Background: an optimization exercise with open tools, aiming at small area. Do not read the settings as production practice.
Function was checked by simulation only, so behaviour that the tests miss may differ from the original.
No activity file was given, so power comes from the tool's default toggle rates.

Design rio, start of the top module:
module rio #(
    parameter int TIMEOUT   = 2700000,
    parameter int PULSE_LEN = 108,
    parameter int DIR_DELAY = 18,
    parameter int ACC_BITS  = 24
) (
    input  logic                sysclk,
    input  logic                arst_n,
    input  rio_pkg::reg_addr_t           awaddr,
    input  logic                awvalid,
    output logic                awready,
    input  rio_pkg::reg_word_t           wdata,
    input  logic [3:0]          wstrb,
    input  logic                wvalid,
    output logic                wready,
    output logic [1:0]          bresp,
    output logic                bvalid,
    input  logic                bready,
    input  rio_pkg::reg_addr_t           araddr,
    input  logic                arvalid,
    output logic                arready,
    output rio_pkg::reg_word_t           rdata,
    output logic [1:0]          rresp,
    output logic                rvalid,
    input  logic                rready,
    output logic [motion_pkg::NUM_AXES-1:0] step,
    output logic [motion_pkg::NUM_AXES-1:0] dir,
    output logic [motion_pkg::NUM_AXES-1:0] en,
    input  logic [motion_pkg::NUM_AXES-1:0] home,
    output logic                out_bit,
    output logic                timeout
);
Size in the first run: ~480 flip-flops, roughly 110 I/O pins.
==> flow/config.mk <==
export PLATFORM = sky130hd
export DESIGN_NAME = rio
export DESIGN_NICKNAME = rio
export VERILOG_FILES = /design/flow/design.v
export SDC_FILE = /design/flow/constraint.sdc
export NUM_CORES = 4
export LEC_CHECK = 0
export CAP_MARGIN = 20
export CORE_MARGIN = 2
export CORE_UTILIZATION = 60
export CTS_BUF_LIST = sky130_fd_sc_hd__clkbuf_8
export CTS_CLUSTER_DIAMETER = 60
export CTS_CLUSTER_SIZE = 16
export SLEW_MARGIN = 20
==> flow/constraint.sdc <==
create_clock -name core_clock -period 8.0 [get_ports {sysclk}]
set_input_delay 1.6000 -clock core_clock [delete_from_list [all_inputs] [get_ports {sysclk}]]
set_output_delay 1.6000 -clock core_clock [all_outputs]
set_load 0.01 [all_outputs]
standard.sh (not shown) runs the stock make flow with config.mk's settings and CLKGATE_MAP_FILE= SYNTH_SCRIPT=/design/flow/synth_recipe.tcl, a recipe that flattens the netlist after the stock synthesis.
==> flow/flow/run.sh <==
#!/bin/bash
# Layout flow: the standard ORFS flow (standard.sh), with
#  - the port buffers made of the smallest buffer cell,
#  - the combinational logic re-mapped for area by OpenROAD's restructure
#    after floorplanning (flops untouched), using a copy of the library
#    without the platform's don't-use cells,
#  - clock tree synthesis without dummy loads (the same options as the
#    standard flow otherwise, from config.mk),

# Each tool's output goes to a log file of its own in this folder.
set -o pipefail
W=$(pwd)
LIB=$FLOW_HOME/platforms/sky130hd/lib/sky130_fd_sc_hd__tt_025C_1v80.lib
mkdir -p $W/rmp
python3 $W/flow/filter_lib.py $LIB $W/rmp/area.lib > filter_lib.log 2>&1
cat > $W/post_floorplan.tcl <<EOT
restructure -target area -liberty_file $W/rmp/area.lib -tielo_port sky130_fd_sc_hd__conb_1/LO -tiehi_port sky130_fd_sc_hd__conb_1/HI -work_dir $W/rmp -abc_logfile $W/rmp_abc.log
EOT
export BUFFER_PORTS_ARGS="-buffer_cell sky130_fd_sc_hd__buf_1"
export POST_FLOORPLAN_TCL=$W/post_floorplan.tcl
export CTS_ARGS="-sink_clustering_enable -repair_clock_nets -sink_clustering_size 16 -sink_clustering_max_diameter 60 -buf_list sky130_fd_sc_hd__clkbuf_8 -dont_use_dummy_load"
bash standard.sh finish > standard.log 2>&1
==> flow/flow/filter_lib.py <==
# Copy a liberty file, leaving out the cells the platform marks don't-use
# (lpflow_* and probe*), so that restructure's ABC run cannot pick them.
import re, sys
src, dst = sys.argv[1], sys.argv[2]
text = open(src).read()
out = []
pos = 0
drop = re.compile(r'sky130_fd_sc_hd__(lpflow_|probe)')
n = 0
for m in re.finditer(r'\n\s*cell\s*\(\s*"?([A-Za-z0-9_]+)"?\s*\)\s*\{', text):
    if m.start() < pos:
        continue
    name = m.group(1)
    # find the end of this cell block by brace matching
    i = m.end(); depth = 1
    while depth:
        c = text[i]
        if c == '{': depth += 1
        elif c == '}': depth -= 1
        i += 1
    if drop.match(name):
        out.append(text[pos:m.start()])
        pos = i
        n += 1
out.append(text[pos:])
open(dst, 'w').write(''.join(out))
print("dropped", n, "cells")
Edit:
--- a/flow/flow/run.sh
+++ b/flow/flow/run.sh
@@ -7,2 +6,0 @@
-#  - clock tree synthesis without dummy loads (the same options as the
-#    standard flow otherwise, from config.mk),
@@ -21 +18,0 @@
-export CTS_ARGS="-sink_clustering_enable -repair_clock_nets -sink_clustering_size 16 -sink_clustering_max_diameter 60 -buf_list sky130_fd_sc_hd__clkbuf_8 -dont_use_dummy_load"
--- a/flow/config.mk
+++ b/flow/config.mk
@@ -10 +10 @@
-export CORE_UTILIZATION = 60
+export CORE_UTILIZATION = 40
The new run passed the timing, DRC and antenna checks.
Worst setup slack is better by 74 ps.
Routed wire length came out higher by 5.3%.
Area after synthesis stays the same.
Power came out higher by 8.3%.
Utilization came out lower by 21 points.
Flip-flop and latch count does not change.
Edit:
--- a/flow/flow/run.sh
+++ b/flow/flow/run.sh
@@ -6,0 +7,2 @@
+#  - clock tree synthesis without dummy loads (the same options as the
+#    standard flow otherwise, from config.mk),
@@ -18,0 +21 @@
+export CTS_ARGS="-sink_clustering_enable -repair_clock_nets -sink_clustering_size 10 -sink_clustering_max_diameter 40 -buf_list sky130_fd_sc_hd__clkbuf_4 -dont_use_dummy_load"
--- a/flow/config.mk
+++ b/flow/config.mk
@@ -11,3 +11,3 @@
-export CTS_BUF_LIST = sky130_fd_sc_hd__clkbuf_8
-export CTS_CLUSTER_DIAMETER = 60
-export CTS_CLUSTER_SIZE = 16
+export CTS_BUF_LIST = sky130_fd_sc_hd__clkbuf_4
+export CTS_CLUSTER_DIAMETER = 40
+export CTS_CLUSTER_SIZE = 10
After rerunning: Hold slack improved by 23 ps. Area after synthesis is unchanged. Wire length is about the same. Sequential power hardly moves.
Edit:
--- a/flow/flow/run.sh
+++ b/flow/flow/run.sh
@@ -7,3 +7 @@
-#  - clock tree synthesis without dummy loads (the same options as the
-#    standard flow otherwise, from config.mk),
-
+#  - power/area recovery (downsizing off-critical cells) after global route.
@@ -21 +19 @@
-export CTS_ARGS="-sink_clustering_enable -repair_clock_nets -sink_clustering_size 10 -sink_clustering_max_diameter 40 -buf_list sky130_fd_sc_hd__clkbuf_4 -dont_use_dummy_load"
+export RECOVER_POWER=100
--- a/flow/config.mk
+++ b/flow/config.mk
@@ -11,3 +11,3 @@
-export CTS_BUF_LIST = sky130_fd_sc_hd__clkbuf_4
-export CTS_CLUSTER_DIAMETER = 40
-export CTS_CLUSTER_SIZE = 10
+export CTS_BUF_LIST = sky130_fd_sc_hd__clkbuf_8
+export CTS_CLUSTER_DIAMETER = 60
+export CTS_CLUSTER_SIZE = 16
This time the run completed, yet does not pass: capacitance limit, slew limit.
Core utilization is higher by 0.41 points.
Sequential power hardly moves.
Via count is lower by 0.54%.
Edit:
--- a/flow/flow/run.sh
+++ b/flow/flow/run.sh
@@ -7 +7,3 @@
-#  - power/area recovery (downsizing off-critical cells) after global route.
+#  - clock tree synthesis without dummy loads (the same options as the
+#    standard flow otherwise, from config.mk),
+
@@ -19 +21 @@
-export RECOVER_POWER=100
+export CTS_ARGS="-sink_clustering_enable -repair_clock_nets -sink_clustering_size 16 -sink_clustering_max_diameter 60 -buf_list sky130_fd_sc_hd__clkbuf_8 -dont_use_dummy_load"
After rerunning: With this change the flow ran to the end with no violations; die area stays the same; routed wire length fell slightly; worst setup slack loses 29 ps; area after synthesis stays the same; total power goes down by a few percent.

========
red:
Another version of the RTL of rio (not shown whole).
Size: about 1,800 cells after synthesis, about 480 flip-flops, about 110 I/O pins, about 22,000 sq um of cells after synthesis.
clock: 8.0 ns
lec_check: 0
cap_margin: 20
core_margin: 2
core_utilization: 60
cts_buf_list: sky130_fd_sc_hd__clkbuf_8
cts_cluster_diameter: 50
cts_cluster_size: 20
slew_margin: 20
==> flow/flow/run.sh <==
#!/bin/bash
# Layout flow: the standard ORFS flow (standard.sh), with
#  - the port buffers made of the smallest buffer cell,
#  - the combinational logic re-mapped for area by OpenROAD's restructure
#    after floorplanning (flops untouched), using a copy of the library
#    without the platform's don't-use cells,
#  - clock tree synthesis without dummy loads (the same options as the
#    standard flow otherwise, from config.mk),

# Each tool's output goes to a log file of its own in this folder.
set -o pipefail
W=$(pwd)
LIB=$FLOW_HOME/platforms/sky130hd/lib/sky130_fd_sc_hd__tt_025C_1v80.lib
mkdir -p $W/rmp
python3 $W/flow/filter_lib.py $LIB $W/rmp/area.lib > filter_lib.log 2>&1
cat > $W/post_floorplan.tcl <<EOT
restructure -target area -liberty_file $W/rmp/area.lib -tielo_port sky130_fd_sc_hd__conb_1/LO -tiehi_port sky130_fd_sc_hd__conb_1/HI -work_dir $W/rmp -abc_logfile $W/rmp_abc.log
EOT
export BUFFER_PORTS_ARGS="-buffer_cell sky130_fd_sc_hd__buf_1"
export POST_FLOORPLAN_TCL=$W/post_floorplan.tcl
export CTS_ARGS="-sink_clustering_enable -repair_clock_nets -sink_clustering_size 20 -sink_clustering_max_diameter 50 -buf_list sky130_fd_sc_hd__clkbuf_8 -dont_use_dummy_load"
bash standard.sh finish > standard.log 2>&1
Scripts as last shown in full above: flow/flow/filter_lib.py
red: done, clean on timing, DRC and antenna
Input changes introduced in blue (baseline for comparison: red):
diff --git a/flow/flow/run.sh b/flow/flow/run.sh
--- a/flow/flow/run.sh
+++ b/flow/flow/run.sh
@@ -19,4 +19,4 @@
 export BUFFER_PORTS_ARGS="-buffer_cell sky130_fd_sc_hd__buf_1"
 export POST_FLOORPLAN_TCL=$W/post_floorplan.tcl
-export CTS_ARGS="-sink_clustering_enable -repair_clock_nets -sink_clustering_size 20 -sink_clustering_max_diameter 50 -buf_list sky130_fd_sc_hd__clkbuf_8 -dont_use_dummy_load"
+export CTS_ARGS="-sink_clustering_enable -repair_clock_nets -sink_clustering_size 16 -sink_clustering_max_diameter 60 -buf_list sky130_fd_sc_hd__clkbuf_8 -dont_use_dummy_load"
 bash standard.sh finish > standard.log 2>&1
diff --git a/flow/config.mk b/flow/config.mk
--- a/flow/config.mk
+++ b/flow/config.mk
@@ -8,7 +8,7 @@
 export CAP_MARGIN = 20
 export CORE_MARGIN = 2
-export CORE_UTILIZATION = 60
+export CORE_UTILIZATION = 75
 export CTS_BUF_LIST = sky130_fd_sc_hd__clkbuf_8
-export CTS_CLUSTER_DIAMETER = 50
-export CTS_CLUSTER_SIZE = 20
+export CTS_CLUSTER_DIAMETER = 60
+export CTS_CLUSTER_SIZE = 16
 export SLEW_MARGIN = 20
Delta (blue minus red): highest cell delay on the worst timing path lower, post-placement worst setup slack moved down, clock latency on the worst-skew pair fell by 0.06 ns, total clock network power -about 9%. Critical path depth went down by a few percent going from red to blue. Taking blue as 1.0, red lands at 1.2 on area of the core. Changes observed in blue relative to red: post-layout worst setup margin decreased 0.13 ns; combinational power essentially unchanged. Worst-case hold slack for blue: 0.0060 ns up relative to red. Density: blue denser than red.
> inputs changed (blue -> green)
diff --git a/flow/config.mk b/flow/config.mk
--- a/flow/config.mk
+++ b/flow/config.mk
@@ -8,5 +8,5 @@
 export CAP_MARGIN = 20
 export CORE_MARGIN = 2
-export CORE_UTILIZATION = 75
+export CORE_UTILIZATION = 60
 export CTS_BUF_LIST = sky130_fd_sc_hd__clkbuf_8
 export CTS_CLUSTER_DIAMETER = 60
[summary]
Sort blue and green by design area, ascending, and blue comes first. Diff blue -> green | minimum clock period | decrease of 0.12 ns. Of blue and green, blue shows the higher total via count in the routed design, with green below it. Changes observed in green relative to blue: post-placement cell count +75; post-route clock period utilization decreased 1.5 points; detailed-route wire length saw an increase. Taking blue as the reference, in green worst setup slack moved up; global-route usage over all layers went down by 5.6 points; non-clock buffer count fell 0.75%. Number of rows created at floorplan (green vs. blue) increases by more than 10%.

==> re-timing with driven ports <==
Ports are ideal in the flow. The routed layouts listed here were re-timed in OpenROAD. Step 1 assumes that a clkbuf_16 drives the clock port and a buf_2 every other input. Step 2 adds t to the input delays and takes it off the output delays; t is the mean of the earliest and latest rising clock arrival at the registers after step 1. Input paths then give back, and output paths get back, about the clock's delay inside the block. Slacks: ideal ports / drivers / drivers and shift; pairs: ideal ports / drivers.
run	t (ns)	setup WS [ns]	worst setup path after step 2	worst slew at a driven data input, ns
the first run of note 1	0.617	0.846 / 0.846 / 0.846	register to register	0.06
the second run of note 1	0.677	0.920 / 0.920 / 0.920	register to register	0.08
the third run of note 1	0.810	0.909 / 0.909 / 0.909	register to register	0.07
the fourth run of note 1	0.675	0.901 / 0.901 / 0.901	register to register	0.08
the fifth run of note 1	0.646	0.872 / 0.872 / 0.872	register to register	0.07
red	0.651	0.804 / 0.804 / 0.804	register to register	0.09
blue	0.597	0.676 / 0.676 / 0.676	register to register	0.11
green	0.631	0.796 / 0.796 / 0.796	register to register	0.09
